Context: an optimization exercise on an open-source flow, tuned for small area, a short achievable clock period and few clock cycles per item. The choices shown serve that exercise and are no tape-out recipe. Where RTL was checked, it was by simulation tests only, not by an equivalence proof against the original. Power is estimated from default activity; no workload was simulated.

==> inputs of run Y <==
## jet_region_cut
module jet_region_cut (
  input  logic        clk,
  input  logic        rst_n,
  input  logic        in_valid,
  output logic        in_ready,
  input  logic [56:0] in_data,
  output logic        out_valid,
  input  logic        out_ready,
  output logic [21:0] out_data,
  input  logic        psel,
  input  logic        penable,
  input  logic        pwrite,
  input  logic [5:0]  paddr,
  input  logic [63:0] pwdata,
  output logic [63:0] prdata,
  output logic        pready
);
clock: 12.5 ns
lec_check: 0
cap_margin: 20
core_margin: 2
core_utilization: 40
setup_slack_margin: 5
slew_margin: 20
run.sh (not shown) runs the stock make flow with config.mk's settings and CLKGATE_MAP_FILE= SYNTH_SCRIPT=/design/flow/synth_recipe.tcl, a recipe that flattens the netlist after the stock synthesis.
==> run B (differences from run Y) <==
--- a/flow/design.v
+++ b/flow/design.v
@@ -263,15 +263,14 @@
     tested = !job_clear && job_listed && !full_r;
     pt_ok  = !F[0] && !F[1];
     r0_ok  = !F[2] && !F[3];
     r1_ok  = !F[4] && !F[5];
     r0_m   = M[2] || (!F[2] && M[3]);
+    slow   = M[0] || (!F[0] && M[1]) ||
+             (pt_ok && (n_rng != 2'd0) &&
+              (r0_m || ((n_rng == 2'd2) && !r0_ok && (M[4] || (!F[4] && M[5])))));
     r_ok   = (n_rng == 2'd0) || r0_ok || ((n_rng == 2'd2) && r1_ok);
-    slow   = pt_ok && r_ok &&
-             (M[0] || M[1] ||
-              ((n_rng != 2'd0) &&
-               (r0_m || ((n_rng == 2'd2) && !r0_ok && (M[4] || (!F[4] && M[5]))))));
     h_pt   = 3'(H[0]) + 3'(H[1]);
     if (n_rng == 2'd0) begin
       h_all = h_pt;
     end else if (r0_ok) begin
       h_all = h_pt + 3'(H[2]) + 3'(H[3]);
@@ -289,12 +288,12 @@
   logic [1:0]  cnt_r, cnt_nxt;
   logic [16:0] w_r, w_nxt, rw_r, rw_nxt;
   logic [16:0] acc_r, acc_nxt;
   logic [15:0] lo_r, lo_nxt;
   logic [15:0] mx;
-  logic [23:0] pp;
-  logic [24:0] msum;
+  logic [19:0] pp;
+  logic [20:0] msum;
   logic        adv;
   logic [16:0] prod;
   logic        res_pass;
   logic [16:0] res_w;
   logic [1:0]  pcls;
@@ -318,11 +317,11 @@
     if (!mkind_r) begin
       mx = (pos_r < 3'd2) ? e_inv_r[15:0] : y_inv_r[15:0];
     end else begin
       mx = ((pos_r == 3'd3) || (pos_r == 3'd5)) ? rw_r[15:0] : w_r[15:0];
     end
-    pp   = mx * lo_r[7:0];
+    pp   = mx * lo_r[3:0];
     msum = acc_r + pp;
     case (pos_r)
       3'd0:    begin pcls = cls[0]; pneg = d[0][20]; pd = d[0][15:0]; end
       3'd1:    begin pcls = cls[1]; pneg = d[1][20]; pd = d[1][15:0]; end
       3'd2:    begin pcls = cls[2]; pneg = d[2][20]; pd = d[2][15:0]; end
@@ -384,14 +383,14 @@
             rw_nxt  = (!M[4] && H[4]) ? jrc_pkg::WEIGHT_HALF : jrc_pkg::WEIGHT_ONE;
           end
         end
       end
     end else if (mul_r) begin
-      acc_nxt = msum[24:8];
-      lo_nxt  = {msum[7:0], lo_r[15:8]};
+      acc_nxt = msum[20:4];
+      lo_nxt  = {msum[3:0], lo_r[15:4]};
       cnt_nxt = cnt_r + 2'd1;
-      if (cnt_r[0]) begin
+      if (cnt_r == 2'd3) begin
         mul_nxt = 1'b0;
         ph_nxt  = mkind_r ? 2'd2 : 2'd1;
       end
     end else if (pos_r == 3'd6) begin
       if (ph_r == 2'd2) begin
SETUP_SLACK_MARGIN = unset   (was 5)
==> run E (differences from run Y) <==
--- a/flow/design.v
+++ b/flow/design.v
@@ -141,54 +141,23 @@
       y_sat = y_sum[16] ? 16'sh8000 : 16'sh7FFF;
     end else begin
       y_sat = y_sum[15:0];
     end
   end
-  logic               skid_v;
-  logic               skid_clear;
-  logic               skid_listed;
-  logic [3:0]         skid_num;
-  logic [19:0]        skid_pt;
-  logic signed [15:0] skid_y;
-  logic               in_listed;
-  logic               job_take;
-  assign in_ready  = !skid_v;
-  assign in_listed = (mask_r == 16'd0) || mask_r[in_data.jet_number];
-  assign job_take  = !job_v || commit;
+  assign in_ready = !job_v || commit;
   always_ff @(posedge clk) begin
     if (!rst_n) begin
-      job_v  <= 1'b0;
-      skid_v <= 1'b0;
+      job_v <= 1'b0;
     end else begin
-      if (job_take) begin
-        job_v  <= skid_v || in_valid;
-        skid_v <= 1'b0;
-      end else if (in_valid && !skid_v) begin
-        skid_v <= 1'b1;
-      end
-    end
-    if (job_take) begin
-      if (skid_v) begin
-        job_clear  <= skid_clear;
-        job_listed <= skid_listed;
-        job_num    <= skid_num;
-        job_pt     <= skid_pt;
-        job_y      <= skid_y;
-      end else begin
-        job_clear  <= in_data.action;
-        job_listed <= in_listed;
-        job_num    <= in_data.jet_number;
-        job_pt     <= in_data.jet_pt;
-        job_y      <= y_sat;
-      end
+      job_v <= (in_valid && in_ready) || (job_v && !commit);
     end
-    if (!skid_v) begin
-      skid_clear  <= in_data.action;
-      skid_listed <= in_listed;
-      skid_num    <= in_data.jet_number;
-      skid_pt     <= in_data.jet_pt;
-      skid_y      <= y_sat;
+    if (in_ready) begin
+      job_clear  <= in_data.action;
+      job_listed <= (mask_r == 16'd0) || mask_r[in_data.jet_number];
+      job_num    <= in_data.jet_number;
+      job_pt     <= in_data.jet_pt;
+      job_y      <= y_sat;
     end
   end
   function automatic logic [1:0] classify(input logic signed [20:0] d,
                                           input logic [15:0] sfx,
                                           input logic fz);
@@ -263,15 +232,14 @@
     tested = !job_clear && job_listed && !full_r;
     pt_ok  = !F[0] && !F[1];
     r0_ok  = !F[2] && !F[3];
     r1_ok  = !F[4] && !F[5];
     r0_m   = M[2] || (!F[2] && M[3]);
+    slow   = M[0] || (!F[0] && M[1]) ||
+             (pt_ok && (n_rng != 2'd0) &&
+              (r0_m || ((n_rng == 2'd2) && !r0_ok && (M[4] || (!F[4] && M[5])))));
     r_ok   = (n_rng == 2'd0) || r0_ok || ((n_rng == 2'd2) && r1_ok);
-    slow   = pt_ok && r_ok &&
-             (M[0] || M[1] ||
-              ((n_rng != 2'd0) &&
-               (r0_m || ((n_rng == 2'd2) && !r0_ok && (M[4] || (!F[4] && M[5]))))));
     h_pt   = 3'(H[0]) + 3'(H[1]);
     if (n_rng == 2'd0) begin
       h_all = h_pt;
     end else if (r0_ok) begin
       h_all = h_pt + 3'(H[2]) + 3'(H[3]);
@@ -289,18 +257,17 @@
   logic [1:0]  cnt_r, cnt_nxt;
   logic [16:0] w_r, w_nxt, rw_r, rw_nxt;
   logic [16:0] acc_r, acc_nxt;
   logic [15:0] lo_r, lo_nxt;
   logic [15:0] mx;
-  logic [23:0] pp;
-  logic [24:0] msum;
+  logic [19:0] pp;
+  logic [20:0] msum;
   logic        adv;
   logic [16:0] prod;
   logic        res_pass;
   logic [16:0] res_w;
   logic [1:0]  pcls;
-  logic [15:0] pd;
   logic        pneg;
   logic        fpass;
   logic [16:0] fval;
   logic        fgen;
   logic [16:0] a_op;
@@ -314,23 +281,30 @@
   logic [16:0] weight_r;
   logic [3:0]  held_r;
   assign out_free = !out_valid_r || out_ready;
   always_comb begin
     if (!mkind_r) begin
-      mx = (pos_r < 3'd2) ? e_inv_r[15:0] : y_inv_r[15:0];
+      case (pos_r)
+        3'd0:    mx = d[0][15:0];
+        3'd1:    mx = d[1][15:0];
+        3'd2:    mx = d[2][15:0];
+        3'd3:    mx = d[3][15:0];
+        3'd4:    mx = d[4][15:0];
+        default: mx = d[5][15:0];
+      endcase
     end else begin
       mx = ((pos_r == 3'd3) || (pos_r == 3'd5)) ? rw_r[15:0] : w_r[15:0];
     end
-    pp   = mx * lo_r[7:0];
+    pp   = mx * lo_r[3:0];
     msum = acc_r + pp;
     case (pos_r)
-      3'd0:    begin pcls = cls[0]; pneg = d[0][20]; pd = d[0][15:0]; end
-      3'd1:    begin pcls = cls[1]; pneg = d[1][20]; pd = d[1][15:0]; end
-      3'd2:    begin pcls = cls[2]; pneg = d[2][20]; pd = d[2][15:0]; end
-      3'd3:    begin pcls = cls[3]; pneg = d[3][20]; pd = d[3][15:0]; end
-      3'd4:    begin pcls = cls[4]; pneg = d[4][20]; pd = d[4][15:0]; end
-      default: begin pcls = cls[5]; pneg = d[5][20]; pd = d[5][15:0]; end
+      3'd0:    begin pcls = cls[0]; pneg = d[0][20]; end
+      3'd1:    begin pcls = cls[1]; pneg = d[1][20]; end
+      3'd2:    begin pcls = cls[2]; pneg = d[2][20]; end
+      3'd3:    begin pcls = cls[3]; pneg = d[3][20]; end
+      3'd4:    begin pcls = cls[4]; pneg = d[4][20]; end
+      default: begin pcls = cls[5]; pneg = d[5][20]; end
     endcase
     fgen = 1'b0;
     if (pcls == C_MAYBE) begin
       if (pneg) begin
         fpass = (lo_r != 16'd0) && !lo_r[15];
@@ -384,14 +358,14 @@
             rw_nxt  = (!M[4] && H[4]) ? jrc_pkg::WEIGHT_HALF : jrc_pkg::WEIGHT_ONE;
           end
         end
       end
     end else if (mul_r) begin
-      acc_nxt = msum[24:8];
-      lo_nxt  = {msum[7:0], lo_r[15:8]};
+      acc_nxt = msum[20:4];
+      lo_nxt  = {msum[3:0], lo_r[15:4]};
       cnt_nxt = cnt_r + 2'd1;
-      if (cnt_r[0]) begin
+      if (cnt_r == 2'd3) begin
         mul_nxt = 1'b0;
         ph_nxt  = mkind_r ? 2'd2 : 2'd1;
       end
     end else if (pos_r == 3'd6) begin
       if (ph_r == 2'd2) begin
@@ -420,11 +394,11 @@
     end else if ((pcls == C_MAYBE) && (ph_r == 2'd0)) begin
       mul_nxt   = 1'b1;
       mkind_nxt = 1'b0;
       cnt_nxt   = 2'd0;
       acc_nxt   = 17'(jrc_pkg::WEIGHT_HALF);
-      lo_nxt    = pd;
+      lo_nxt    = (pos_r < 3'd2) ? e_inv_r[15:0] : y_inv_r[15:0];
     end else if (ph_r != 2'd2 && !fpass) begin
       if (pos_r >= 3'd2 && pos_r <= 3'd3 && n_rng == 2'd2) begin
         pos_nxt = 3'd4;
         ph_nxt  = 2'd0;
         rw_nxt  = jrc_pkg::WEIGHT_ONE;
SETUP_SLACK_MARGIN = unset   (was 5)
==> run notes <==
| item | run B | run E | run Y |
|---|---|---|---|
| Run status | timing/DRC/antenna clean | timing/DRC/antenna clean | timing/DRC/antenna clean |
| Placed instance area | 34300 µm² | 32600 µm² | 36700 µm² |
| Adder and majority gate portion of the synthesized area | 11.5% | 11.8% | 14.9% |
| Global-route wire length before repair | 182000 µm | 176000 µm | 191000 µm |
| Post-synthesis compound-gate area fraction | 23.6% | 24.5% | 22.0% |
| Buffer count excluding the clock tree in the final layout | 261 | 271 | 279 |
| Post-synth net total | 4344 | 4217 | 4697 |
| Layout clock buffers | 66 | 57 | 54 |
| Synthesized instance count | 3963 | 3836 | 4241 |
| Crit path buf inv count | 3 | 2 | 4 |
| Share of layout cells above drive strength 1 | 6.68% | 6.17% | 7.81% |
| Maximum number of pins on one net before global-route repair | 95 | 68 | 89 |
| Setup repair after global routing missed its margin | no | no | yes |
| Total detailed-routing wirelength | 123000 µm | 118000 µm | 129000 µm |
| Normalized max-slew margin | 23.5% | 7.84% | 25.3% |
| Arrival time of data at the critical path endpoint | 8.78 ns | 8.47 ns | 4.95 ns |
| Layout sequential cell count | 360 | 317 | 359 |
| Kind of end point of the critical path | register | output pin | output pin |
| P_sw | 0.00152 W | 0.00138 W | 0.00156 W |
| Area growth, synth to finish | 14.3% | 14.8% | 14.9% |
| Met1 global-route usage | 39.4% | 41.3% | 39.6% |
| Post-synth EDFFs | 119 | 119 | 118 |
| Final Cycle Share | 66.9% | 87.8% | 59.6% |
Testbench counts of run B, summed over its fixed seeds: cycles 9,969, items 7,756.
For run Y and run E, only the layout was checked, not whether the RTL still works.

-- afterwards: timing with drivers on the ports --
No port has a modelled driver above. Below, the same layouts with a new extraction and two added sets of constraints.
Step 1: set_driving_cell puts a clkbuf_16 on clk and a buf_2 on each other input, an assumption about the parent block.
Step 2 moves the port delays by t, midway between the first and last clock arrival at a register: inputs arrive t later, outputs are due t later. That takes back most of the time a late clock gives input paths.
Slacks: ideal / step 1 / step 2; pairs: ideal / step 1.
run | shift t [ns] | setup slack, ns | clock arrival spread, ns | cell pins on the clock port's net
run Y | 0.663 | 5.050 / 5.025 / 5.025 | 0.068 / 0.069 | 1
run B | 0.683 | 4.134 / 4.134 / 4.134 | 0.028 / 0.028 | 1
run E | 0.641 | 1.528 / 1.461 / 2.103 | 0.021 / 0.021 | 1
After both steps every run listed still meets setup and hold. For run Y, which loses most, drivers alone change the setup slack by -0.025 ns; drivers and shift together by -0.025 ns.
